This design comes from an exercise in tuning for small area on the open sky130 flow, not from production work.
Only simulation tests tie the RTL to the original design; equivalence was not proved.

## design/flow/design.v

```verilog
module lost_chanbank #(
    parameter int NCHAN      = 8,
    parameter int FILT_LEN   = 3,
    parameter int DEPTH_LOG2 = 4,
    localparam int CHW       = $clog2(NCHAN)
) (
    input  logic                  clk,
    input  logic                  rstn,
    input  logic [NCHAN-1:0]      datain,
    input  logic [2*NCHAN-1:0]    edgemode,
    input  logic [63:0]           counterin,
    input  logic                  unload,
    input  logic [2:0]            byteaddr,
    input  logic [NCHAN-1:0]      clearoverrun,
    input  logic [CHW-1:0]        dropsel,
    output logic [7:0]            dataout,
    output logic [DEPTH_LOG2:0]   itemsinfifo,
    output logic [NCHAN-1:0]      overrun,
    output logic [7:0]            dropcnt,
    output logic                  attention
);
    localparam int TSW     = 63 - CHW;
    localparam int WW      = TSW + CHW + 1;      
    localparam int PW      = TSW + 1;            
    localparam int DEPTH   = 1 << DEPTH_LOG2;
    localparam int STARTUP = FILT_LEN + 4;
    localparam int SUW     = $clog2(STARTUP + 1);
    logic [SUW-1:0] st_cnt;
    logic           startup_evt, det_en;
    assign startup_evt = (st_cnt == SUW'(STARTUP - 1));
    assign det_en      = (st_cnt == SUW'(STARTUP));
    always_ff @(posedge clk or negedge rstn) begin
        if (!rstn)
            st_cnt <= '0;
        else if (!det_en)
            st_cnt <= st_cnt + 1'b1;
    end
    logic [NCHAN-1:0][1:0]          sync;
    logic [NCHAN-1:0][FILT_LEN-1:0] taps;
    logic [NCHAN-1:0]               filt, filt_q, evt, drop, ld;
    logic [NCHAN-1:0]               pend_v, gnt_oh;
    logic [NCHAN-1:0][PW-1:0]       pend;       
    always_ff @(posedge clk or negedge rstn) begin
        if (!rstn) begin
            sync   <= '0;
            taps   <= '0;
            filt   <= '0;
            filt_q <= '0;
            pend_v <= '0;
        end else begin
            for (int c = 0; c < NCHAN; c++) begin
                sync[c] <= {sync[c][0], datain[c]};
                taps[c] <= {taps[c][FILT_LEN-2:0], sync[c][1]};
                if (&taps[c])
                    filt[c] <= 1'b1;
                else if (~|taps[c])
                    filt[c] <= 1'b0;
                pend_v[c] <= ld[c] | (pend_v[c] & ~gnt_oh[c]);
            end
            filt_q <= filt;
        end
    end
    always_comb begin
        for (int c = 0; c < NCHAN; c++) begin
            if (startup_evt)
                evt[c] = |edgemode[2*c +: 2];
            else
                evt[c] = det_en & ((edgemode[2*c] & filt[c] & ~filt_q[c]) |
                                   (edgemode[2*c+1] & ~filt[c] & filt_q[c]));
            ld[c]   = evt[c] & (~pend_v[c] | gnt_oh[c]);
            drop[c] = evt[c] & pend_v[c] & ~gnt_oh[c];
        end
    end
    always_ff @(posedge clk) begin
        for (int c = 0; c < NCHAN; c++)
            if (ld[c])
                pend[c] <= {counterin[TSW-1:0], filt[c]};
    end
    logic [CHW-1:0]        rr, gnt_idx;
    logic                  gnt_v, full, empty, can_wr, pop;
    logic [DEPTH_LOG2:0]   count;
    logic [DEPTH_LOG2-1:0] wptr, rptr;
    assign full   = count[DEPTH_LOG2];
    assign empty  = (count == '0);
    assign can_wr = !full || unload;    
    assign pop    = unload && !empty;
    always_comb begin
        logic [CHW-1:0] cand;
        gnt_v   = 1'b0;
        gnt_idx = '0;
        for (int i = 0; i < NCHAN; i++) begin
            cand = rr + CHW'(i);
            if (!gnt_v && pend_v[cand]) begin
                gnt_v   = 1'b1;
                gnt_idx = cand;
            end
        end
        gnt_v  = gnt_v & can_wr;
        gnt_oh = '0;
        if (gnt_v)
            gnt_oh[gnt_idx] = 1'b1;
    end
    logic [PW-1:0] wr_pay;
    always_comb begin
        wr_pay = '0;
        for (int c = 0; c < NCHAN; c++)
            wr_pay = wr_pay | (pend[c] & {PW{gnt_oh[c]}});
    end
    logic [WW-1:0] mem [DEPTH];
    always_ff @(posedge clk or negedge rstn) begin
        if (!rstn) begin
            wptr      <= '0;
            rptr      <= '0;
            count     <= '0;
            rr        <= '0;
            overrun   <= '0;
            attention <= 1'b0;
        end else begin
            if (gnt_v) begin
                wptr <= wptr + 1'b1;
                rr   <= gnt_idx + 1'b1;
            end
            if (pop)
                rptr <= rptr + 1'b1;
            case ({gnt_v, pop})
                2'b10:   count <= count + 1'b1;
                2'b01:   count <= count - 1'b1;
                default: ;
            endcase
            overrun   <= (overrun & ~clearoverrun) | drop;
            attention <= !empty || (|overrun);
        end
    end
    always_ff @(posedge clk) begin
        for (int w = 0; w < DEPTH; w++)
            if (gnt_v && wptr == DEPTH_LOG2'(w))
                mem[w] <= {wr_pay[PW-1:1], gnt_idx, wr_pay[0]};
    end
    always_comb begin
        dataout = '0;
        for (int w = 0; w < DEPTH; w++)
            for (int k = 0; k < WW/8; k++)
                dataout = dataout | (mem[w][8*k +: 8] &
                                     {8{(rptr == DEPTH_LOG2'(w)) && (byteaddr == 3'(k))}});
    end
    assign itemsinfifo = count;
    logic [NCHAN-1:0][7:0] dcnt;
    always_ff @(posedge clk or negedge rstn) begin
        if (!rstn) begin
            dcnt <= '0;
        end else begin
            for (int i = 0; i < NCHAN; i++) begin
                if (clearoverrun[i])
                    dcnt[i] <= drop[i] ? 8'd1 : 8'd0;
                else if (drop[i] && dcnt[i] != 8'hff)
                    dcnt[i] <= dcnt[i] + 1'b1;
            end
        end
    end
    assign dropcnt = dcnt[dropsel];
endmodule
```

## design/flow/config.mk

```make
export PLATFORM = sky130hd
export DESIGN_NAME = lost_chanbank
export DESIGN_NICKNAME = lost_chanbank
export VERILOG_FILES = /design/flow/design.v
export SDC_FILE = /design/flow/constraint.sdc
export NUM_CORES = 4
export LEC_CHECK = 0
export CAP_MARGIN = 20
export CORE_MARGIN = 2
export CORE_UTILIZATION = 40
export SLEW_MARGIN = 20
```

## design/flow/constraint.sdc

```tcl
create_clock -name core_clock -period 8.0 [get_ports {clk}]
set_input_delay 1.6000 -clock core_clock [delete_from_list [all_inputs] [get_ports {clk}]]
set_output_delay 1.6000 -clock core_clock [all_outputs]
set_load 0.01 [all_outputs]
```

## design/flow/run.sh

```bash
#!/bin/bash
# synth_recipe.tcl (not shown) runs the flow's synth.tcl, then flattens the netlist and writes it again
# the make line also repeats each setting of config.mk as NAME=value (left out here)
make -C /OpenROAD-flow-scripts/flow DESIGN_CONFIG=/design/flow/config.mk WORK_HOME=/design/flow/orfs CLKGATE_MAP_FILE= SYNTH_SCRIPT=/design/flow/synth_recipe.tcl finish
```

==> implementation parameters, run 1 <==
Parameter                              Value

Synthesis
  Cells after synthesis    3643
  Net count after synthesis    3778
  Multiplexer share of the synthesized area    1.60%
  EDFF count, synth    1512
  Post-synthesis compound-gate area fraction    11.6%
  Area share of fa/ha/maj cells after synthesis    0.610%
  Post-synthesis sequential area ratio    78.6%
  Synthesis Warnings    2
  Number of synthesized register bits    1668
  Most frequently used cell type in the post-synthesis netlist    sky130_fd_sc_hd__edfxtp_1
  Synth async-reset ratio    9.35%
  Simple-gate share of the synthesized area    5.79%
  Xor and xnor fraction of the mapped netlist area    0.684%
  Largest family of logic cells by synthesized area    compound AO/OA/AOI/OAI gates
  Ys flop type    sky130_fd_sc_hd__edfxtp_1
  Post-synth top area share    72.4%
  Top cells by instance count after synthesis    1512 x sky130_fd_sc_hd__edfxtp_1, 284 x sky130_fd_sc_hd__a221oi_1, 250 x sky130_fd_sc_hd__nor2_1
  Top post-synthesis cells by area    sky130_fd_sc_hd__edfxtp_1 72%, sky130_fd_sc_hd__dfrtp_1 6.2%, sky130_fd_sc_hd__a221oi_1 4.0%
  Synth area leader    sky130_fd_sc_hd__edfxtp_1
  Post-Synthesis Cell Area    62700 um2
  Synth cell types    80
  Avg Inst Size Synth    17.2 um2

Floorplanning
  Row cnt    145
  Die Span Y    400 um
  Effective utilization at floorplan    40.2%
  Horizontal die dimension    400 um
  Standard cell core area    156000 um2
  Die Footprint    160000 um2
  Ports placed on the boundary    135

Setup path
  Worst-path cell with the longest stage delay    sky130_fd_sc_hd__nand3b_1
  Worst R2R Start    rr[1]$_DFFE_PN0P_
  Largest incremental delay on the critical path    0.77 ns
  Kind of start point of the critical path    input port
  Endpoint kind of the worst setup timing path    output pin
  Data arrival time of the critical path    6.21 ns
  Chain of cells forming the critical path    clkdlybuf4s50_1 -> nand3b_1 -> nor2_2 -> a22o_1 -> a221oi_1 -> nand4_1 -> nor4_1 -> buf_4 -> nand3_1 -> buf_4 -> clkdlybuf4s50_1
  Required arrival time at the worst endpoint    6.40 ns
  Worst flop-to-flop path endpoint    mem[3][51]$_DFFE_PP_
  Biggest fanout along the worst timing path    14
  Worst Path Class, Setup    in2out
  Worst reg2reg setup slack    1.26 ns
  R2R depth    16

Timing
  Slew at the pin closest to its max-slew limit    1.41 ns
  Worst clock skew on the final layout    0.0360 ns
  Number of max-slew violations in the final report    0
  Setup repair after global routing missed its margin    no
  Worst rel slew slack    5.98%
  Final number of hold-violating endpoints    0
  Final number of setup-violating endpoints    0
  Peak Freq    128 MHz
  Fin crit share    97.7%
  Total negative setup slack    0 ns
  Tmin final    7.81 ns

Cells and area
  Final cell area excluding filler cells    74500 um2
  Final nets    4252
  Fraction of layout instances using a drive strength above 1    16.5%
  Area growth from synthesis to layout    18.7%

Global routing
  Leftover overflow at the end of global routing    0
  All-Layer GR Usage    29.0%
  Largest net degree at the start of global routing    106
  Number of antenna violations at the first check in global routing    34
  Vias in the first global route    38600
  Wire length of the first global-routing pass    318000 um

Place
  Count of port buffers added during placement    130
  Placer's final routability congestion estimate    1.05
  DP Area    69100 um2
  Detail Placement HPWL    148000 um

CTS
  Total setup buffers inserted after CTS    0
  CTS tree    done
  Latest clock arrival within the worst-skew pair    0.79 ns
  Buffer levels on the longest clock path    3
  Clock tree sinks    1668
  Count of instances resized after the clock tree is built    0
  Cts bufs inserted    171
  Root buffer cell    sky130_fd_sc_hd__clkbuf_16
  Hold_buf cts    0
  Number of levels in the clock H-tree    4
  Reg clk slew, reported paths    0.05 ns

Min path
  Min-Delay Endpoint    sync[7]$_DFF_PN0_
  Source of the worst hold timing path    sync[6]$_DFF_PN0_
  Hold path cells    0
  Kind of path behind the tightest hold check    reg2reg

Routing
  Drt pass-1 iters    11
  Wire length reported by the detailed router    234000 um
  Via count    41400
  Met3 Wirelength    35500 um
  Uppermost metal layer occupied by signal nets    met5
  Iteration-0 DRC Markers    7130
  Detail Route Antenna Nets    0
  Sum of met2 wire segment lengths after detailed routing    99000 um
  Average wire length per cell after detail routing    36.9 um
  Vias per std cell    6.54
  Remaining DRCs    0
  Routed metal-1 wire length    83100 um

Outcome
  Run status    finished clean

Run
  Max-capacitance violation count    0
-- worst max path at each step --
stage | startpoint | endpoint
finish | byteaddr[0] | dataout[2]
global placement | byteaddr[0] | dataout[2]
global route | byteaddr[0] | dataout[2]
detailed placement | byteaddr[0] | dataout[2]
floorplan | rr[0]$_DFFE_PN0P_ | pend[244]$_DFFE_PP_
CTS | byteaddr[0] | dataout[2]
-- sequential cells by signal (all words and copies together) (netlist names), 16 cells and up --
register / cells
dcnt: 64
mem: 1024
pend: 488
sync: 16
taps: 24
-- layout by cell type, fill, tap and decap left out, drive strengths merged, types with 10 or more instances in the layout --
cell type      instances
nand2                140
a22o                 191
xnor2                 27
o21ai                 68
a22oi                205
nor4                  30
xor2                  22
a21oi                 43
nand4                 81
nand3b                14
a221oi               284
dfrtp                156
clkinv                59
diode                 22
a222oi                30
nor2b                 13
nand3                 97
nor3                  30
mux2                  18
mux4                  26
bufinv                10
clkdlybuf4s50        128
and3                  41
buf                  298
clkbuf               229
ha                    29
nand2b                14
mux2i                 19
edfxtp              1512
o2bb2ai               29
nor2                 250
inv                   55
-- layer usage --
metal	vias to the layer above	global-route usage, %
li1	16100	-
met1	20900	37.5
met2	3482	41.5
met3	843	12.0
met4	30	15.7
met5	-	0
-- cell type report --
| type | instances | area (um2) |
|---|---|---|
| Antenna cell | 22 | 55.1 |
| Inverter | 51 | 191 |
| Clock inverter | 75 | 673 |
| Tap cell | 2058 | 2570 |
| Multi-Input combinational cell | 1799 | 13200 |
| Clock buffer | 229 | 4620 |
| Timing Repair Buffer | 426 | 3850 |
| Sequential cell | 1668 | 49300 |
| Fill cell | 13200 | 81500 |
-- worst max-delay path, delay by kind of cell --
kind            cells  cell delay (ns)
compound gates      2             0.79
simple gates        5             2.19
buf+inv             4             1.62
-- per-stage QoR --
stage                     hold slack (ns)  setup WS [ns]  utilization (%)  instances
final                               0.347          0.187             47.8       6328
after global routing                0.353          0.193             47.7       6307
after CTS                           0.348          0.407             47.7       6303
after detailed placement            0.335          0.414             44.3       5999
after global placement              0.332          0.483             44.3       5997
after floorplan                     0.331          0.121                -       3643
-- cell families (layout without fill, tap and decap cells) --
logic type	after synthesis	count (layout)
AOI/OAI and AO/OA	907	907
xor gates and xnor gates	49	49
adders and majority gates	30	30
buffers and inverters	176	781
DFF	1668	1668
muxes	63	63
other	0	22
and+or+nand+nor	750	750
==> run 2: changes to the inputs <==
--- a/design/flow/design.v
+++ b/design/flow/design.v
@@ -73,7 +73,9 @@
     end
-    always_ff @(posedge clk) begin
-        for (int c = 0; c < NCHAN; c++)
-            if (ld[c])
-                pend[c] <= {counterin[TSW-1:0], filt[c]};
-    end
+    logic [NCHAN-1:0][PW-1:0] pend_nxt;
+    for (genvar c = 0; c < NCHAN; c++) begin : g_pend
+        lcb_hold #(.W(PW)) u_hold (
+            .q(pend[c]), .d_n(~{counterin[TSW-1:0], filt[c]}), .hold(~ld[c]), .y(pend_nxt[c]));
+    end
+    always_ff @(posedge clk)
+        pend <= pend_nxt;
     logic [CHW-1:0]        rr, gnt_idx;
@@ -102,9 +104,11 @@
     end
-    logic [PW-1:0] wr_pay;
-    always_comb begin
-        wr_pay = '0;
-        for (int c = 0; c < NCHAN; c++)
-            wr_pay = wr_pay | (pend[c] & {PW{gnt_oh[c]}});
-    end
-    logic [WW-1:0] mem [DEPTH];
+    logic [PW-1:0] wr_pay_n;
+    for (genvar i = 0; i < PW; i++) begin : g_wr
+        logic [2:0] part_n;
+        lcb_ao3n u_a (.s(gnt_oh[2:0]), .v({pend[2][i], pend[1][i], pend[0][i]}), .y_n(part_n[0]));
+        lcb_ao3n u_b (.s(gnt_oh[5:3]), .v({pend[5][i], pend[4][i], pend[3][i]}), .y_n(part_n[1]));
+        lcb_ao2n u_c (.s(gnt_oh[7:6]), .v({pend[7][i], pend[6][i]}), .y_n(part_n[2]));
+        assign wr_pay_n[i] = &part_n;
+    end
+    logic [DEPTH-1:0][WW-1:0] mem, mem_nxt;
     always_ff @(posedge clk or negedge rstn) begin
@@ -133,13 +137,29 @@
     end
-    always_ff @(posedge clk) begin
-        for (int w = 0; w < DEPTH; w++)
-            if (gnt_v && wptr == DEPTH_LOG2'(w))
-                mem[w] <= {wr_pay[PW-1:1], gnt_idx, wr_pay[0]};
-    end
-    always_comb begin
-        dataout = '0;
-        for (int w = 0; w < DEPTH; w++)
-            for (int k = 0; k < WW/8; k++)
-                dataout = dataout | (mem[w][8*k +: 8] &
-                                     {8{(rptr == DEPTH_LOG2'(w)) && (byteaddr == 3'(k))}});
+    logic [WW-1:0] wr_word_n;
+    assign wr_word_n = {wr_pay_n[PW-1:1], ~gnt_idx, wr_pay_n[0]};
+    for (genvar w = 0; w < DEPTH; w++) begin : g_word
+        lcb_hold #(.W(WW)) u_hold (
+            .q(mem[w]), .d_n(wr_word_n), .hold(~(gnt_v && wptr == DEPTH_LOG2'(w))), .y(mem_nxt[w]));
+    end
+    always_ff @(posedge clk)
+        mem <= mem_nxt;
+    localparam int NB = DEPTH * WW / 8;         
+    localparam int NG = (NB + 2) / 3;           
+    logic [NB-1:0] rsel;
+    always_comb
+        for (int j = 0; j < NB; j++)
+            rsel[j] = (rptr == DEPTH_LOG2'(j / (WW/8))) && (byteaddr == 3'(j % (WW/8)));
+    for (genvar b = 0; b < 8; b++) begin : g_dout
+        logic [NB-1:0] lane;
+        logic [NG-1:0] grp_n;
+        for (genvar j = 0; j < NB; j++) begin : g_lane
+            assign lane[j] = mem[j / (WW/8)][8*(j % (WW/8)) + b];
+        end
+        for (genvar g = 0; g < NB / 3; g++) begin : g_grp
+            lcb_ao3n u_g (.s(rsel[3*g +: 3]), .v(lane[3*g +: 3]), .y_n(grp_n[g]));
+        end
+        if (NB % 3 == 2) begin : g_tail
+            lcb_ao2n u_t (.s(rsel[NB-2 +: 2]), .v(lane[NB-2 +: 2]), .y_n(grp_n[NG-1]));
+        end
+        lcb_nandn #(.N(NG)) u_or (.a(grp_n), .y(dataout[b]));
     end
@@ -161 +181,33 @@
 endmodule
+module lcb_hold #(
+    parameter int W = 1
+) (
+    input  logic [W-1:0] q,
+    input  logic [W-1:0] d_n,
+    input  logic         hold,
+    output logic [W-1:0] y
+);
+    assign y = ~((d_n | {W{hold}}) & ~(q & {W{hold}}));
+endmodule
+module lcb_ao3n (
+    input  logic [2:0] s,
+    input  logic [2:0] v,
+    output logic       y_n
+);
+    assign y_n = ~|(s & v);
+endmodule
+module lcb_ao2n (
+    input  logic [1:0] s,
+    input  logic [1:0] v,
+    output logic       y_n
+);
+    assign y_n = ~|(s & v);
+endmodule
+module lcb_nandn #(
+    parameter int N = 2
+) (
+    input  logic [N-1:0] a,
+    output logic         y
+);
+    assign y = ~&a;
+endmodule
==> design/flow/flow/run.sh (new file) <==
#!/bin/bash
# The standard layout (standard.sh, with the standard synthesis unchanged) plus:
#  - flow/downsize.tcl before floorplanning: each cell gets the smallest variant of its family,
#    and the repair steps size up again where timing, slew or capacitance need it;
#  - a clock tree of small buffers without dummy loads;
#  - plain buf_1 cells as the port buffers;
# make's full output goes to flow_make.log; ORFS's per-step logs stay under orfs/logs/.
set -euo pipefail
here=$(pwd)
bash standard.sh finish \
  "PRE_FLOORPLAN_TCL=$here/flow/downsize.tcl" \
  "CTS_ARGS=-sink_clustering_enable -repair_clock_nets -dont_use_dummy_load -sink_clustering_size 24 -sink_clustering_max_diameter 40 -buf_list {sky130_fd_sc_hd__clkbuf_8}" \
  "BUFFER_PORTS_ARGS=-buffer_cell sky130_fd_sc_hd__buf_1" \
  > flow_make.log 2>&1
==> design/flow/flow/downsize.tcl (new file) <==
# Before floorplanning: give every standard cell the smallest-area variant of its own family
# (same function and pins, e.g. o21ai_2 -> o21ai_0). Synthesis sizes cells for a fixed guessed
# load; the floorplan's and later repair steps size up again wherever timing, slew or
# capacitance needs it.
set db [ord::get_db]
set block [[$db getChip] getBlock]
set skip {fill tapvpwrvgnd decap diode conb probe probec}
array set best {}
array set best_area {}
foreach lib [$db getLibs] {
  foreach m [$lib getMasters] {
    set n [$m getName]
    if {![regexp {^(sky130_fd_sc_hd__([a-z0-9]+))_([0-9]+)$} $n -> fam base sz]} { continue }
    if {[lsearch -exact $skip $base] >= 0} { continue }
    set a [expr {[$m getWidth] * [$m getHeight]}]
    if {![info exists best($fam)] || $a < $best_area($fam)} {
      set best($fam) $m
      set best_area($fam) $a
    }
  }
}
set n_swapped 0
set saved 0
foreach inst [$block getInsts] {
  set m [$inst getMaster]
  if {![regexp {^(sky130_fd_sc_hd__[a-z0-9]+)_[0-9]+$} [$m getName] -> fam]} { continue }
  if {![info exists best($fam)]} { continue }
  set b $best($fam)
  if {$b eq $m} { continue }
  set a0 [expr {[$m getWidth] * [$m getHeight]}]
  if {$best_area($fam) >= $a0} { continue }
  if {[$inst swapMaster $b]} {
    incr n_swapped
    set saved [expr {$saved + $a0 - $best_area($fam)}]
  }
}
puts [format "downsize: %d cells given a smaller variant, %.1f um2 less" $n_swapped [expr {$saved / 1e6}]]
==> design/flow/standard.sh (new file) <==
#!/bin/bash
# synth_recipe.tcl (not shown) runs the flow's synth.tcl, then flattens the netlist and writes it again
# the make line also repeats each setting of config.mk as NAME=value (left out here)
make -C /OpenROAD-flow-scripts/flow DESIGN_CONFIG=/design/flow/config.mk WORK_HOME=/design/flow/orfs CLKGATE_MAP_FILE= SYNTH_SCRIPT=/design/flow/synth_recipe.tcl "${@:-finish}"
--- a/design/flow/config.mk
+++ b/design/flow/config.mk
@@ -9,3 +9,4 @@
 export CORE_MARGIN = 2
-export CORE_UTILIZATION = 40
+export CORE_UTILIZATION = 45
 export SLEW_MARGIN = 20
+export SYNTH_HIERARCHICAL = 1
removed: design/flow/run.sh
==> implementation parameters, run 2 <==
Parameter                              Value

Outcome
  Run status    finished clean

Place
  Count of port buffers added during placement    130 (unchanged)
  Cell Count Post-Placement    8394 (+40%)
  Placer's final routability congestion estimate    0.892 (-15%)
  Detail Placement HPWL    126000 um (-15%)

Setup path
  Endpoint kind of the worst setup timing path    register
  Worst Path Class, Setup    reg2reg
  Kind of start point of the critical path    register
  Data arrival time of the critical path    8.35 ns (+2.14 ns)
  Worst R2R Start    rr[0]$_DFFE_PN0N_
  Required arrival time at the worst endpoint    8.84 ns (+2.44 ns)
  Worst reg2reg setup slack    0.49 ns (-0.77 ns)
  Biggest fanout along the worst timing path    18 (+4)
  Startpoint of the worst setup timing path    rr[0]$_DFFE_PN0N_

Synthesis
  Net count after synthesis    6876 (+82%)
  Cells after synthesis    6741 (+85%)
  Synthesis Warnings    7 (+5)

Run
  Max-capacitance violation count    0 (unchanged)

Timing
  Number of max-slew violations in the final report    0 (unchanged)
  Slew at the pin closest to its max-slew limit    1.22 ns (-0.190 ns)
  Peak Freq    133 MHz (+4.0%)
  Final number of hold-violating endpoints    0 (unchanged)
  Tmin final    7.51 ns (-0.302 ns)
  Total negative setup slack    0 ns (unchanged)
  Setup repair after global routing missed its margin    no
  Worst rel slew slack    18.8% (+13 points)
  Worst clock skew on the final layout    0.0892 ns (+0.0532 ns)
  Final number of setup-violating endpoints    0 (unchanged)
  Fin crit share    93.9% (-3.8 points)

Min path
  Kind of path behind the tightest hold check    reg2reg
  Source of the worst hold timing path    sync[8]$_DFF_PN0_

Floorplanning
  Effective utilization at floorplan    45.2% (+5.0 points)
  Die Footprint    139000 um2 (-13%)
  Die Span Y    372 um (-7.0%)
  Ports placed on the boundary    135 (unchanged)
  Standard cell core area    135000 um2 (-14%)
  Row cnt    135 (-6.9%)
  Horizontal die dimension    372 um (-7.0%)

Routing
  Iteration-0 DRC Markers    7478 (+4.9%)
  Detail Route Antenna Nets    0 (unchanged)
  Remaining DRCs    0 (unchanged)
  Drt pass-1 iters    9 (-2)
  Average wire length per cell after detail routing    23.7 um (-36%)
  Wire length reported by the detailed router    204000 um (-13%)
  Vias per std cell    5.99 (-8.3%)
  Via count    51700 (+25%)

Cells and area
  Reg with most FFs    mem
  Final nets    6964 (+64%)
  Number of flip-flops in the largest register    1024 (unchanged)
  Most common library cell in the layout ignoring fill and taps    sky130_fd_sc_hd__nand2_1
  Largest registers    mem: 1024 flops, pend: 488 flops, dcnt: 64 flops
  Fraction of layout instances using a drive strength above 1    6.37% (-10 points)
  Commonest cells after routing, fill and taps aside    1596 x sky130_fd_sc_hd__nand2_1, 1554 x sky130_fd_sc_hd__o21ai_0, 1512 x sky130_fd_sc_hd__dfxtp_1
  Final cell count without fillers    8621 (+36%)

Global routing
  Largest net degree at the start of global routing    129 (+22%)
  Number of antenna violations at the first check in global routing    30 (-12%)
  Leftover overflow at the end of global routing    0 (unchanged)
  All-Layer GR Usage    28.7% (-0.32 points)
  Vias in the first global route    47200 (+22%)
  Wire length of the first global-routing pass    301000 um (-5.6%)

CTS
  CTS tree    done
  Clock tree sinks    1668 (unchanged)
  Total setup buffers inserted after CTS    0 (unchanged)
  Buffer levels on the longest clock path    3 (unchanged)
  Root buffer cell    sky130_fd_sc_hd__clkbuf_8
  Latest clock arrival within the worst-skew pair    0.96 ns (+0.17 ns)
  Reg clk slew, reported paths    0.07 ns (+0.02 ns)
  Number of levels in the clock H-tree    4 (unchanged)
  Cts bufs inserted    214 (+25%)
run 2: cell types whose count changed in the layout (fill, tap and decap cells not counted), moves of 208 or more:
cell	before	now
sky130_fd_sc_hd__dfxtp_1	0	1512
sky130_fd_sc_hd__edfxtp_1	1512	0
sky130_fd_sc_hd__o21ai_0	68	1554
sky130_fd_sc_hd__nand2_1	140	1596
sky130_fd_sc_hd__a222oi_1	30	458
sky130_fd_sc_hd__a221oi_1	284	0
sky130_fd_sc_hd__clkbuf_8	6	214
run 2: cell type report:
type | count | area (um2)
Clock buffer | 214 | 2950
Fill cell | 13000 | 68200
Tap cell | 1781 | 2230
Antenna cell | 13 | 32.5
Multi-Input combinational cell | 4547 | 25200
Timing Repair Buffer | 264 | 1640
Sequential cell | 1668 | 34200
Inverter | 134 | 503
run 2: stage by stage:
stage	utilization [%]	hold WS (ns)	worst slack, ns	area, um2
global route	49.4	0.342	0.168	66700
global placement	47.2	0.331	0.572	63600
finish	49.4	0.334	0.489	66700
detailed placement	47.2	0.335	0.479	63600
CTS	49.3	0.340	0.415	66600
floorplan	-	0.331	0.138	61000
run 2: repair_timing:
action / CTS / global route
endpoints found under the setup margin: 0 / 5
endpoints found under the hold margin: 0 / 0
gates resized for setup: 0 / 1
hold buffers: 0 / 0
run 2: path summary, 6_finish.rpt:
| path | endpoint | cells after the start |
|---|---|---|
| min in group asynchronous | dcnt[19]$_DFFE_PN0P_ | 1 |
| max | mem[689]$_DFF_P_ | 19 |
| min | sync[9]$_DFF_PN0_ | 0 |
| min reg2reg | sync[9]$_DFF_PN0_ | 0 |
| max reg2reg | mem[689]$_DFF_P_ | 19 |
| max in group asynchronous | wptr[2]$_DFFE_PN0N_ | 2 |
run 2: layer usage:
layer | track usage, % | up-vias | share of wire [%]
li1 | - | 24500 | -
met1 | 39.3 | 24400 | 43
met2 | 45.0 | 2320 | 45
met3 | 5.01 | 439 | 9.0
met4 | 11.4 | 0 | 3.9
met5 | 0 | - | 0
run 2: worst max-delay path: stages, from the launching register on:
cell and delay, ns:
sky130_fd_sc_hd__dfrtp_1 0.76, sky130_fd_sc_hd__inv_2 0.20, sky130_fd_sc_hd__ha_2 0.63, sky130_fd_sc_hd__mux4_2 0.60, sky130_fd_sc_hd__or4_1 0.55, sky130_fd_sc_hd__a311oi_1 0.30
sky130_fd_sc_hd__a211oi_1 0.11, sky130_fd_sc_hd__o21ai_0 0.46, sky130_fd_sc_hd__nand2_1 0.15, sky130_fd_sc_hd__buf_4 0.31, sky130_fd_sc_hd__inv_1 0.18, sky130_fd_sc_hd__ha_1 0.26
sky130_fd_sc_hd__a211oi_1 0.24, sky130_fd_sc_hd__buf_4 0.21, sky130_fd_sc_hd__nand4_1 0.42, sky130_fd_sc_hd__inv_2 0.62, sky130_fd_sc_hd__buf_4 0.28, sky130_fd_sc_hd__a222oi_1 0.11
sky130_fd_sc_hd__and3_1 0.61, sky130_fd_sc_hd__o21ai_0 0.37
==> run 3: changes to the inputs <==
--- a/design/flow/flow/run.sh
+++ b/design/flow/flow/run.sh
@@ -11,3 +11,3 @@
   "PRE_FLOORPLAN_TCL=$here/flow/downsize.tcl" \
-  "CTS_ARGS=-sink_clustering_enable -repair_clock_nets -dont_use_dummy_load -sink_clustering_size 24 -sink_clustering_max_diameter 40 -buf_list {sky130_fd_sc_hd__clkbuf_8}" \
+  "CTS_ARGS=-sink_clustering_enable -repair_clock_nets -dont_use_dummy_load -sink_clustering_size 16 -sink_clustering_max_diameter 50 -buf_list {sky130_fd_sc_hd__clkbuf_4 sky130_fd_sc_hd__clkbuf_8}" \
   "BUFFER_PORTS_ARGS=-buffer_cell sky130_fd_sc_hd__buf_1" \
==> implementation parameters, run 3 <==
Parameter                              Value

Outcome
  Run status    finished clean

Global routing
  Vias in the first global route    46600 (-1.3%)
  Wire length of the first global-routing pass    299000 um (-0.51%)
  Number of antenna violations at the first check in global routing    28 (-6.7%)
  Leftover overflow at the end of global routing    0 (unchanged)
  All-Layer GR Usage    28.6% (-0.13 points)
  Largest net degree at the start of global routing    129 (unchanged)

Timing
  Total negative setup slack    0 ns (unchanged)
  Final number of hold-violating endpoints    0 (unchanged)
  Peak Freq    130 MHz (-2.7%)
  Fin crit share    96.5% (+2.6 points)
  Worst clock skew on the final layout    0.0985 ns (+0.00930 ns)
  Slew at the pin closest to its max-slew limit    1.21 ns (-0.00811 ns)
  Number of max-slew violations in the final report    0 (unchanged)
  Final number of setup-violating endpoints    0 (unchanged)
  Worst rel slew slack    19.3% (+0.54 points)
  Tmin final    7.72 ns (+0.210 ns)
  Final-layout worst hold slack    0.350 ns (+0.0168 ns)
  Setup repair after global routing missed its margin    no

CTS
  Total setup buffers inserted after CTS    0 (unchanged)
  Latest clock arrival within the worst-skew pair    0.93 ns (-0.03 ns)
  Buffer levels on the longest clock path    3 (unchanged)
  Cts bufs inserted    155 (-28%)
  Clock tree sinks    1668 (unchanged)
  Reg clk slew, reported paths    0.07 ns (about the same)
  Root buffer cell    sky130_fd_sc_hd__clkbuf_8
  Number of levels in the clock H-tree    4 (unchanged)
  CTS tree    done

Cells and area
  Most common library cell in the layout ignoring fill and taps    sky130_fd_sc_hd__nand2_1
  Largest registers    mem: 1024 flops, pend: 488 flops, dcnt: 64 flops
  Reg with most FFs    mem
  Fraction of layout instances using a drive strength above 1    5.59% (-0.79 points)
  Final nets    6905 (-0.85%)
  Number of flip-flops in the largest register    1024 (unchanged)
  Commonest cells after routing, fill and taps aside    1596 x sky130_fd_sc_hd__nand2_1, 1554 x sky130_fd_sc_hd__o21ai_0, 1512 x sky130_fd_sc_hd__dfxtp_1

Floorplanning
  Effective utilization at floorplan    45.2% (unchanged)
  Ports placed on the boundary    135 (unchanged)
  Horizontal die dimension    372 um (unchanged)
  Row cnt    135 (unchanged)
  Die Span Y    372 um (unchanged)
  Die Footprint    139000 um2 (unchanged)
  Standard cell core area    135000 um2 (unchanged)

Setup path
  Data arrival time of the critical path    8.42 ns (+0.07 ns)
  Top delay family on crit path    simple AND/OR/NAND/NOR gates
  Required arrival time at the worst endpoint    8.70 ns (-0.14 ns)
  Worst Path Class, Setup    reg2reg
  Largest incremental delay on the critical path    1.02 ns (+0.26 ns)
  Logic depth of the worst path, buffers included    18 (-1)
  Worst reg2reg setup slack    0.28 ns (-0.21 ns)
  Biggest fanout along the worst timing path    18 (unchanged)
  Critical path buffers and inverters    5 (-1)
  Chain of cells forming the critical path    inv_2 -> ha_1 -> mux4_2 -> or4_1 -> a311oi_1 -> a211oi_1 -> o21ai_0 -> nand2_1 -> buf_4 -> inv_1 -> ha_1 -> a211oi_1 -> buf_4 -> nand4_1 -> clkinv_2 -> a222oi_1 -> and3_1 -> o21ai_0
  Kind of start point of the critical path    register
  R2R depth    18 (-1)
  Endpoint kind of the worst setup timing path    register
  Worst-path cell with the longest stage delay    sky130_fd_sc_hd__and3_1

Routing
  Average wire length per cell after detail routing    23.7 um (+0.37%)
  Vias per std cell    6.00 (about the same)
  Wire length reported by the detailed router    203000 um (-0.40%)
  Detail Route Antenna Nets    0 (unchanged)
  Remaining DRCs    0 (unchanged)
  Via count    51300 (-0.71%)
  Drt pass-1 iters    10 (+1)
  Iteration-0 DRC Markers    7634 (+2.1%)

Place
  Detail Placement HPWL    126000 um (unchanged)
  Placer's final routability congestion estimate    0.892 (unchanged)
  Count of port buffers added during placement    130 (unchanged)

Synthesis
  Net count after synthesis    6876 (unchanged)
  Cells after synthesis    6741 (unchanged)
  Synthesis Warnings    7 (unchanged)

Min path
  Hold path cells    0 (unchanged)
  Kind of path behind the tightest hold check    reg2reg

Run
  Max-capacitance violation count    0 (unchanged)
## run 3: path summary, 6_finish.rpt
path	start	end
min in group asynchronous	rstn	dcnt[25]$_DFFE_PN0P_
max in group asynchronous	rstn	rptr[3]$_DFFE_PN0P_
max reg2reg	rr[0]$_DFFE_PN0N_	mem[767]$_DFF_P_
min reg2reg	sync[0]$_DFF_PN0_	sync[1]$_DFF_PN0_
min	sync[0]$_DFF_PN0_	sync[1]$_DFF_PN0_
max	rr[0]$_DFFE_PN0N_	mem[767]$_DFF_P_
## run 3: cell type report
class / count / area [um2]
inverter: 134 / 504
tap: 1781 / 2230
antenna: 6 / 15.0
multi-input combinational: 4547 / 25200
timing repair buffer: 264 / 1640
fill: 13000 / 69100
sequential: 1668 / 34200
clock buffer: 155 / 2130
## run 3: stage by stage
stage	utilization [%]	std cells	setup slack (ns)	instance area, um2
after floorplan	-	6741	0.138	61000
after global placement	47.2	8394	0.572	63600
after detailed placement	47.2	8394	0.479	63600
after CTS	48.7	8549	0.369	65800
after global routing	48.8	8552	0.000803	65900
final	48.8	8555	0.279	65900
## run 3: timing repair
action | 4_1_cts | 5_1_grt
gates resized for setup | 0 | 4
endpoints found under the hold margin | 0 | 0
endpoints found under the setup margin | 0 | 35
hold buffers | 0 | 0
## run 3: per-layer routing
layer	part of all wire, %	GRT usage [%]
met5	0.045	0
met2	45	44.8
met1	43	39.2
met4	3.8	10.8
met3	8.5	5.11
==> run 4: changes to the inputs <==
--- a/design/flow/design.v
+++ b/design/flow/design.v
@@ -88,5 +88,7 @@
     assign pop    = unload && !empty;
+    logic             pick_v;
+    logic [NCHAN-1:0] pick_oh;
     always_comb begin
         logic [CHW-1:0] cand;
-        gnt_v   = 1'b0;
+        pick_v  = 1'b0;
         gnt_idx = '0;
@@ -94,4 +96,4 @@
             cand = rr + CHW'(i);
-            if (!gnt_v && pend_v[cand]) begin
-                gnt_v   = 1'b1;
+            if (!pick_v && pend_v[cand]) begin
+                pick_v  = 1'b1;
                 gnt_idx = cand;
@@ -99,6 +101,7 @@
         end
-        gnt_v  = gnt_v & can_wr;
-        gnt_oh = '0;
-        if (gnt_v)
-            gnt_oh[gnt_idx] = 1'b1;
+        pick_oh = '0;
+        if (pick_v)
+            pick_oh[gnt_idx] = 1'b1;
+        gnt_v  = pick_v & can_wr;
+        gnt_oh = pick_oh & {NCHAN{can_wr}};
     end
@@ -107,5 +110,5 @@
         logic [2:0] part_n;
-        lcb_ao3n u_a (.s(gnt_oh[2:0]), .v({pend[2][i], pend[1][i], pend[0][i]}), .y_n(part_n[0]));
-        lcb_ao3n u_b (.s(gnt_oh[5:3]), .v({pend[5][i], pend[4][i], pend[3][i]}), .y_n(part_n[1]));
-        lcb_ao2n u_c (.s(gnt_oh[7:6]), .v({pend[7][i], pend[6][i]}), .y_n(part_n[2]));
+        lcb_ao3n u_a (.s(pick_oh[2:0]), .v({pend[2][i], pend[1][i], pend[0][i]}), .y_n(part_n[0]));
+        lcb_ao3n u_b (.s(pick_oh[5:3]), .v({pend[5][i], pend[4][i], pend[3][i]}), .y_n(part_n[1]));
+        lcb_ao2n u_c (.s(pick_oh[7:6]), .v({pend[7][i], pend[6][i]}), .y_n(part_n[2]));
         assign wr_pay_n[i] = &part_n;
@@ -179,3 +182,13 @@
     end
-    assign dropcnt = dcnt[dropsel];
+    logic [NCHAN-1:0] dsel;
+    always_comb
+        for (int i = 0; i < NCHAN; i++)
+            dsel[i] = (dropsel == CHW'(i));
+    for (genvar b = 0; b < 8; b++) begin : g_dcnt
+        logic [2:0] part_n;
+        lcb_ao3n u_a (.s(dsel[2:0]), .v({dcnt[2][b], dcnt[1][b], dcnt[0][b]}), .y_n(part_n[0]));
+        lcb_ao3n u_b (.s(dsel[5:3]), .v({dcnt[5][b], dcnt[4][b], dcnt[3][b]}), .y_n(part_n[1]));
+        lcb_ao2n u_c (.s(dsel[7:6]), .v({dcnt[7][b], dcnt[6][b]}), .y_n(part_n[2]));
+        lcb_nandn #(.N(3)) u_or (.a(part_n), .y(dropcnt[b]));
+    end
 endmodule
==> implementation parameters, run 4 <==
Parameter                              Value

Outcome
  Run status    finished clean

Place
  Worst setup slack after placement    1.25 ns (+0.767 ns)
  Placer's final routability congestion estimate    0.882 (-1.2%)
  Count of port buffers added during placement    130 (unchanged)
  Detail Placement HPWL    123000 um (-1.9%)

Cells and area
  Area of the multi-input gates    25000 um2 (-0.82%)
  FILL cells    13000 (-0.38%)
  Reg with most FFs    mem
  Largest registers    mem: 1024 flops, pend: 488 flops, dcnt: 64 flops
  Most common library cell in the layout ignoring fill and taps    sky130_fd_sc_hd__nand2_1
  Number of flip-flops in the largest register    1024 (unchanged)
  Area taken by flip-flops and latches    34200 um2 (unchanged)
  Final nets    6914 (+0.13%)
  Commonest cells after routing, fill and taps aside    1607 x sky130_fd_sc_hd__nand2_1, 1560 x sky130_fd_sc_hd__o21ai_0, 1512 x sky130_fd_sc_hd__dfxtp_1
  Fraction of layout instances using a drive strength above 1    5.43% (-0.15 points)

Setup path
  Worst Path Class, Setup    in2out
  Worst reg2reg setup slack    1.43 ns (+1.15 ns)
  Biggest fanout along the worst timing path    16 (-2)
  Kind of start point of the critical path    input port
  Most Frequent Cell on Critical Path    sky130_fd_sc_hd__buf_1
  Largest incremental delay on the critical path    0.83 ns (-0.19 ns)
  Data arrival time of the critical path    5.21 ns (-3.21 ns)
  Capturing element of the worst setup path    dataout[7]
  R2R depth    15 (-3)
  Required arrival time at the worst endpoint    6.40 ns (-2.30 ns)
  Worst flop-to-flop path endpoint    mem[241]$_DFF_P_
  Worst R2R Start    rr[1]$_DFFE_PN0N_
  Endpoint kind of the worst setup timing path    output pin
  Chain of cells forming the critical path    buf_1 -> or3b_2 -> nor2_1 -> a222oi_1 -> nand4_1 -> nor4_1 -> nand3_1 -> buf_1
  Worst-path cell with the longest stage delay    sky130_fd_sc_hd__nor4_1
  Startpoint of the worst setup timing path    byteaddr[0]

Floorplanning
  Die Span Y    372 um (-0.17%)
  Ports placed on the boundary    135 (unchanged)
  Effective utilization at floorplan    45.4% (+0.24 points)
  Horizontal die dimension    372 um (-0.17%)
  Standard cell core area    134000 um2 (-0.87%)
  Die Footprint    138000 um2 (-0.33%)
  Row cnt    134 (-0.74%)

Min path
  Kind of path behind the tightest hold check    reg2reg

Timing
  Slew at the pin closest to its max-slew limit    1.20 ns (-0.00899 ns)
  Total negative setup slack    0 ns (unchanged)
  Worst path setup slack after routing    1.19 ns (+0.908 ns)
  Final number of setup-violating endpoints    0 (unchanged)
  Worst clock skew on the final layout    0.103 ns (+0.00479 ns)
  Fin crit share    85.2% (-11 points)
  Peak Freq    147 MHz (+13%)
  Tmin final    6.81 ns (-0.908 ns)
  Final-layout worst hold slack    0.337 ns (-0.0137 ns)
  Final number of hold-violating endpoints    0 (unchanged)
  Worst rel slew slack    19.9% (+0.60 points)
  Number of max-slew violations in the final report    0 (unchanged)
  Setup repair after global routing missed its margin    no

Global routing
  Wire length of the first global-routing pass    300000 um (+0.18%)
  Leftover overflow at the end of global routing    0 (unchanged)
  Largest net degree at the start of global routing    129 (unchanged)
  Vias in the first global route    46100 (-0.99%)
  All-Layer GR Usage    28.8% (+0.24 points)
  Number of antenna violations at the first check in global routing    28 (unchanged)

Routing
  Remaining DRCs    0 (unchanged)
  Drt pass-1 iters    10 (unchanged)
  Iteration-0 DRC Markers    7927 (+3.8%)
  Via count    51600 (+0.55%)
  Average wire length per cell after detail routing    23.9 um (+0.53%)
  Wire length reported by the detailed router    204000 um (+0.54%)
  Detail Route Antenna Nets    0 (unchanged)
  Vias per std cell    6.03 (+0.54%)

CTS
  Count of instances resized after the clock tree is built    0 (unchanged)
  CTS tree    done
  Reg clk slew, reported paths    0.09 ns (+0.02 ns)
  Buffer levels on the longest clock path    3 (unchanged)
  Root buffer cell    sky130_fd_sc_hd__clkbuf_8
  Total setup buffers inserted after CTS    0 (unchanged)
  Number of levels in the clock H-tree    4 (unchanged)
  Cts bufs inserted    152 (-1.9%)
  Latest clock arrival within the worst-skew pair    0.96 ns (+0.03 ns)
  Clock tree sinks    1668 (unchanged)
  Hold_buf cts    0 (unchanged)

Synthesis
  Net count after synthesis    6873 (-0.044%)
  Cells after synthesis    6738 (-0.045%)
  Synthesis Warnings    7 (unchanged)

Run
  Max-capacitance violation count    0 (unchanged)
-- run 4: metal layers --
layer,part of all wire (%),wire (um),global-route usage (%),vias up
met1,42,86200,39.7,24400
met4,4.1,8450,12.0,8
met3,9.2,18900,4.91,381
met5,0.026,53,0,-
met2,44,90600,44.7,2321
li1,-,-,-,24400
-- run 4: how the worst min path moves through the flow --
stage                                  start            endpoint  slack (ns)  depth (start not counted)
final                     sync[15]$_DFF_PN0_  taps[21]$_DFF_PN0_        0.34                          0
after global routing      sync[15]$_DFF_PN0_  taps[21]$_DFF_PN0_        0.33                          0
after CTS                 sync[15]$_DFF_PN0_  taps[21]$_DFF_PN0_        0.33                          0
after detailed placement   sync[6]$_DFF_PN0_   sync[7]$_DFF_PN0_        0.33                          0
after global placement     sync[9]$_DFF_PN0_  taps[12]$_DFF_PN0_        0.33                          0
after floorplan           sync[10]$_DFF_PN0_  sync[11]$_DFF_PN0_        0.33                          0
-- run 4: critical path: cells and delay by family --
family,cells,cell delay (ns)
simple gates,5,2.63
compound gates,1,0.52
buf+inv,2,0.44
-- run 4: per-stage QoR --
stage | instance area, um2 | utilization (%) | cells
finish | 65600 | 49.1 | 8556
global route | 65600 | 49.0 | 8548
global placement | 63400 | 47.4 | 8389
detailed placement | 63400 | 47.4 | 8389
floorplan | 60800 | - | 6738
CTS | 65500 | 48.9 | 8541
-- run 4: layout make-up --
cell class,count,share of cell area (%)
inverter,119,0.680
multi-input combinational,4567,38.1
sequential,1668,52.1
antenna,11,0.0419
timing repair buffer,271,2.56
clock buffer,152,3.19
tap,1768,3.37
==> run 5: changes to the inputs <==
--- a/design/flow/config.mk
+++ b/design/flow/config.mk
@@ -9,3 +9,3 @@
 export CORE_MARGIN = 2
-export CORE_UTILIZATION = 45
+export CORE_UTILIZATION = 55
 export SLEW_MARGIN = 20
==> implementation parameters, run 5 <==
Parameter                              Value

Cells and area
  Reg with most FFs    mem
  Final cell area excluding filler cells    65400 um2 (-0.34%)
  Final nets    6934 (+0.29%)
  Area of the multi-input gates    25000 um2 (about the same)
  Area taken by flip-flops and latches    34200 um2 (unchanged)
  Fraction of layout instances using a drive strength above 1    5.69% (+0.26 points)
  FILL cells    9978 (-23%)
  Commonest cells after routing, fill and taps aside    1607 x sky130_fd_sc_hd__nand2_1, 1560 x sky130_fd_sc_hd__o21ai_0, 1512 x sky130_fd_sc_hd__dfxtp_1
  Number of flip-flops in the largest register    1024 (unchanged)
  Most common library cell in the layout ignoring fill and taps    sky130_fd_sc_hd__nand2_1
  Largest registers    mem: 1024 flops, pend: 488 flops, dcnt: 64 flops

Timing
  Total negative setup slack    0 ns (unchanged)
  Peak Freq    147 MHz (+0.27%)
  Final number of setup-violating endpoints    0 (unchanged)
  Final number of hold-violating endpoints    0 (unchanged)
  Worst rel slew slack    19.7% (-0.18 points)
  Fin crit share    84.9% (-0.23 points)
  Number of max-slew violations in the final report    0 (unchanged)
  Worst clock skew on the final layout    0.0867 ns (-0.0166 ns)
  Setup repair after global routing missed its margin    no
  Slew at the pin closest to its max-slew limit    1.20 ns (+0.00269 ns)
  Tmin final    6.79 ns (-0.0182 ns)

Routing
  Remaining DRCs    0 (unchanged)
  Via count    51200 (-0.70%)
  Iteration-0 DRC Markers    8147 (+2.8%)
  Vias per std cell    6.19 (+2.6%)
  Detail Route Antenna Nets    0 (unchanged)
  Average wire length per cell after detail routing    24.4 um (+2.2%)
  Drt pass-1 iters    10 (unchanged)
  Wire length reported by the detailed router    202000 um (-1.1%)

Place
  Placer's final routability congestion estimate    0.884 (+0.26%)
  Detail Placement HPWL    124000 um (+0.61%)
  DP Area    63300 um2 (-0.18%)
  Count of port buffers added during placement    130 (unchanged)

Floorplanning
  Standard cell core area    109000 um2 (-18%)
  Ports placed on the boundary    135 (unchanged)
  Horizontal die dimension    337 um (-9.4%)
  Row cnt    121 (-9.7%)
  Die Footprint    113000 um2 (-18%)
  Die Span Y    337 um (-9.4%)
  Effective utilization at floorplan    55.6% (+10 points)

CTS
  Hold_buf cts    0 (unchanged)
  Root buffer cell    sky130_fd_sc_hd__clkbuf_8
  Number of levels in the clock H-tree    4 (unchanged)
  Buffer levels on the longest clock path    3 (unchanged)
  Cts bufs inserted    149 (-2.0%)
  Total setup buffers inserted after CTS    0 (unchanged)
  Reg clk slew, reported paths    0.08 ns (about the same)
  Clock tree sinks    1668 (unchanged)
  Count of instances resized after the clock tree is built    0 (unchanged)
  CTS tree    done
  Latest clock arrival within the worst-skew pair    0.88 ns (-0.08 ns)

Synthesis
  Synthesis Warnings    7 (unchanged)
  Cells after synthesis    6738 (unchanged)
  Net count after synthesis    6873 (unchanged)

Global routing
  All-Layer GR Usage    34.8% (+6.0 points)
  Number of antenna violations at the first check in global routing    16 (-43%)
  Largest net degree at the start of global routing    129 (unchanged)
  Vias in the first global route    46300 (+0.30%)
  Wire length of the first global-routing pass    296000 um (-1.3%)
  Leftover overflow at the end of global routing    0 (unchanged)

Min path
  Hold path cells    0 (unchanged)
  Kind of path behind the tightest hold check    reg2reg
  Min-Delay Endpoint    sync[15]$_DFF_PN0_
  Source of the worst hold timing path    sync[14]$_DFF_PN0_

Setup path
  Kind of start point of the critical path    input port
  Required arrival time at the worst endpoint    6.40 ns (about the same)
  Data arrival time of the critical path    5.19 ns (-0.02 ns)
  Endpoint kind of the worst setup timing path    output pin
  Worst reg2reg setup slack    1.46 ns (+0.03 ns)
  Worst R2R Start    rr[1]$_DFFE_PN0N_
  R2R depth    16 (+1)
  Worst flop-to-flop path endpoint    mem[48]$_DFF_P_
  Biggest fanout along the worst timing path    9 (-7)
  Worst Path Class, Setup    in2out

Outcome
  Run status    finished clean

Run
  Max-capacitance violation count    0 (unchanged)
## run 5: through the flow
| stage | instances | hold slack (ns) | utilization, % | setup slack, ns |
|---|---|---|---|---|
| 5_1_grt | 8275 | 0.361 | 59.8 | 1.14 |
| 3_5_place_dp | 8122 | 0.335 | 57.9 | 1.38 |
| 6_report | 8280 | 0.354 | 59.8 | 1.21 |
| 3_3_place_gp | 8122 | 0.335 | 57.9 | 1.40 |
| 4_1_cts | 8271 | 0.355 | 59.8 | 1.37 |
| 2_1_floorplan | 6738 | 0.331 | - | 0.920 |
## run 5: how the worst max path moves through the flow
stage / startpoint / endpoint / slack [ns] / depth (start not counted)
after floorplan: rr[0]$_DFFE_PN0N_ / mem[1021]$_DFF_P_ / 0.92 / 19
final: byteaddr[1] / dataout[5] / 1.21 / 9
after global routing: rr[1]$_DFFE_PN0N_ / mem[184]$_DFF_P_ / 1.14 / 15
after global placement: byteaddr[1] / dataout[0] / 1.40 / 9
after detailed placement: byteaddr[1] / dataout[0] / 1.38 / 9
after CTS: byteaddr[1] / dataout[0] / 1.37 / 9
## run 5: area by class of cell
cell class                 count  area share [%]
clock buffer                 149            3.13
inverter                     119           0.683
multi-input combinational   4567            38.2
sequential                  1668            52.2
antenna                        7          0.0268
tap                         1476            2.82
timing repair buffer         294            2.89
## run 5: per-layer routing
metal | global-route usage [%] | part of all wire (%) | up-vias
met5 | 0 | 0.032 | -
met4 | 15.7 | 4.7 | 4
met3 | 5.49 | 8.5 | 406
met2 | 54.5 | 45 | 2244
met1 | 47.6 | 42 | 24100
li1 | - | - | 24500
## run 5: worst max-delay path, cell delays in order
cell and delay (ns):
sky130_fd_sc_hd__buf_1 0.22, sky130_fd_sc_hd__nand3b_1 0.43, sky130_fd_sc_hd__buf_4 0.37, sky130_fd_sc_hd__nor2_1 0.20, sky130_fd_sc_hd__a222oi_1 0.55, sky130_fd_sc_hd__nand4_1 0.43
sky130_fd_sc_hd__nor4_1 0.90, sky130_fd_sc_hd__nand3_1 0.29, sky130_fd_sc_hd__buf_1 0.20
==> run 6: changes to the inputs <==
--- a/design/flow/config.mk
+++ b/design/flow/config.mk
@@ -7,6 +7,6 @@
 export LEC_CHECK = 0
-export CAP_MARGIN = 20
+export CAP_MARGIN = 5
 export CORE_MARGIN = 2
-export CORE_UTILIZATION = 55
-export SLEW_MARGIN = 20
+export CORE_UTILIZATION = 45
+export SLEW_MARGIN = 5
 export SYNTH_HIERARCHICAL = 1
==> implementation parameters, run 6 <==
Parameter                              Value

Floorplanning
  Horizontal die dimension    372 um (+10%)
  Standard cell core area    134000 um2 (+22%)
  Row cnt    134 (+11%)
  Die Footprint    138000 um2 (+22%)
  Effective utilization at floorplan    45.4% (-10 points)
  Ports placed on the boundary    135 (unchanged)
  Die Span Y    372 um (+10%)

Routing
  Detail Route Antenna Nets    0 (unchanged)
  Vias per std cell    6.03 (-2.6%)
  Remaining DRCs    0 (unchanged)
  Wire length reported by the detailed router    204000 um (+1.1%)
  Iteration-0 DRC Markers    8098 (-0.60%)
  Via count    51600 (+0.64%)
  Drt pass-1 iters    10 (unchanged)
  Average wire length per cell after detail routing    23.9 um (-2.1%)

Global routing
  Vias in the first global route    46100 (-0.30%)
  All-Layer GR Usage    28.8% (-6.0 points)
  Wire length of the first global-routing pass    300000 um (+1.3%)
  Leftover overflow at the end of global routing    0 (unchanged)
  Largest net degree at the start of global routing    129 (unchanged)
  Number of antenna violations at the first check in global routing    28 (+12)

Timing
  Final number of setup-violating endpoints    0 (unchanged)
  Fin crit share    86.0% (+1.0 points)
  Worst rel slew slack    22.3% (+2.6 points)
  Final number of hold-violating endpoints    0 (unchanged)
  Total negative setup slack    0 ns (unchanged)
  Peak Freq    145 MHz (-1.2%)
  Number of max-slew violations in the final report    0 (unchanged)
  Tmin final    6.88 ns (+0.0813 ns)
  Worst clock skew on the final layout    0.104 ns (+0.0174 ns)
  Slew at the pin closest to its max-slew limit    1.16 ns (-0.0391 ns)
  Setup repair after global routing missed its margin    no

Cells and area
  Fraction of layout instances using a drive strength above 1    5.36% (-0.33 points)
  Fin util    49.0% (-11 points)
  Final cell count without fillers    8553 (+3.3%)
  Final nets    6910 (-0.35%)
  Number of flip-flops in the largest register    1024 (unchanged)
  Largest registers    mem: 1024 flops, pend: 488 flops, dcnt: 64 flops
  Most common library cell in the layout ignoring fill and taps    sky130_fd_sc_hd__nand2_1
  Commonest cells after routing, fill and taps aside    1607 x sky130_fd_sc_hd__nand2_1, 1560 x sky130_fd_sc_hd__o21ai_0, 1512 x sky130_fd_sc_hd__dfxtp_1
  Reg with most FFs    mem

Setup path
  Kind of start point of the critical path    input port
  Worst Path Class, Setup    in2out
  Data arrival time of the critical path    5.28 ns (+0.09 ns)
  Required arrival time at the worst endpoint    6.40 ns (about the same)
  Endpoint kind of the worst setup timing path    output pin
  Biggest fanout along the worst timing path    16 (+7)

Place
  Placer's final routability congestion estimate    0.882 (-0.26%)
  Cell Count Post-Placement    8389 (+3.3%)
  Count of port buffers added during placement    130 (unchanged)
  Detail Placement HPWL    123000 um (-0.60%)

CTS
  Root buffer cell    sky130_fd_sc_hd__clkbuf_8
  Latest clock arrival within the worst-skew pair    0.96 ns (+0.08 ns)
  Buffer levels on the longest clock path    3 (unchanged)
  Cts bufs inserted    152 (+2.0%)
  CTS tree    done
  Number of levels in the clock H-tree    4 (unchanged)
  Total setup buffers inserted after CTS    0 (unchanged)
  Clock tree sinks    1668 (unchanged)
  Reg clk slew, reported paths    0.09 ns (about the same)
  Hold_buf cts    0 (unchanged)
  Count of instances resized after the clock tree is built    0 (unchanged)

Run
  Max-capacitance violation count    0 (unchanged)

Synthesis
  Synthesis Warnings    7 (unchanged)
  Net count after synthesis    6873 (unchanged)
  Cells after synthesis    6738 (unchanged)

Min path
  Kind of path behind the tightest hold check    reg2reg

Outcome
  Run status    finished clean
run 6: through the flow:
stage	instance area (um2)	hold WS, ns	setup WS (ns)
6_report	65500	0.333	1.12
5_1_grt	65500	0.326	1.13
4_1_cts	65500	0.335	1.24
3_5_place_dp	63400	0.335	1.25
3_3_place_gp	63400	0.332	1.28
2_1_floorplan	60800	0.331	0.920
run 6: metal layers:
| metal | track usage [%] | up-vias | part of all wire (%) |
|---|---|---|---|
| met4 | 12.0 | 8 | 4.1 |
| met5 | 0 | - | 0.028 |
| met1 | 39.7 | 24400 | 42 |
| li1 | - | 24400 | - |
| met3 | 4.91 | 400 | 8.9 |
| met2 | 44.7 | 2309 | 45 |
run 6: final timing paths:
kind / endpoint / startpoint / slack [ns] / cells after the start
min reg2reg: taps[12]$_DFF_PN0_ / sync[9]$_DFF_PN0_ / 0.33 / 0
min: taps[12]$_DFF_PN0_ / sync[9]$_DFF_PN0_ / 0.33 / 0
max: dataout[7] / byteaddr[0] / 1.12 / 8
max reg2reg: mem[369]$_DFF_P_ / rr[1]$_DFFE_PN0N_ / 1.39 / 15
min in group asynchronous: dcnt[36]$_DFFE_PN0P_ / rstn / 0.75 / 1
max in group asynchronous: dcnt[8]$_DFFE_PN0P_ / rstn / 5.96 / 2
run 6: layout make-up:
| cell class | instances | area [um2] |
|---|---|---|
| Clock buffer | 152 | 2090 |
| Antenna cell | 12 | 30.0 |
| Sequential cell | 1668 | 34200 |
| Multi-Input combinational cell | 4567 | 25000 |
| Tap cell | 1768 | 2210 |
| Fill cell | 13000 | 68300 |
| Inverter | 119 | 447 |
| Timing Repair Buffer | 267 | 1560 |
run 6: critical path: stages:
cell and delay, ns:
sky130_fd_sc_hd__buf_1 0.22, sky130_fd_sc_hd__or3b_2 0.72, sky130_fd_sc_hd__nor2_1 0.35, sky130_fd_sc_hd__a222oi_1 0.51, sky130_fd_sc_hd__nand4_1 0.35, sky130_fd_sc_hd__nor4_1 0.88
sky130_fd_sc_hd__nand3_1 0.40, sky130_fd_sc_hd__buf_1 0.22

-- what the ideal ports hide --
The results above use ideal ports. As a check the final layouts listed here were re-extracted and re-timed, cells and wires unchanged. Step 1: set_driving_cell puts a clkbuf_16 on clk and a buf_2 on each other input, an assumption about the parent block. Step 2 adds t to the input delays and takes it off the output delays; t is the mean of the earliest and latest rising clock arrival at the registers after step 1. Input paths then give back, and output paths get back, about the clock's delay inside the block. Three values: ideal ports, drivers, drivers and shift; two values: the first two.
run | t (ns) | slack for setup (ns) | latest minus earliest clock arrival (ns)
run 1 | 0.861 | 0.187 / 0.164 / 0.164 | 0.049 / 0.049
run 2 | 0.994 | 0.489 / 0.489 / 0.489 | 0.090 / 0.091
run 3 | 0.966 | 0.279 / 0.279 / 0.279 | 0.104 / 0.105
run 4 | 0.987 | 1.187 / 1.082 / 1.082 | 0.103 / 0.104
run 5 | 0.904 | 1.205 / 1.131 / 1.131 | 0.087 / 0.086
run 6 | 0.993 | 1.124 / 1.025 / 1.025 | 0.104 / 0.104
After both steps every run listed still meets setup and hold. For run 4, which loses most, drivers alone change the setup slack by -0.105 ns; drivers and shift together by -0.105 ns.
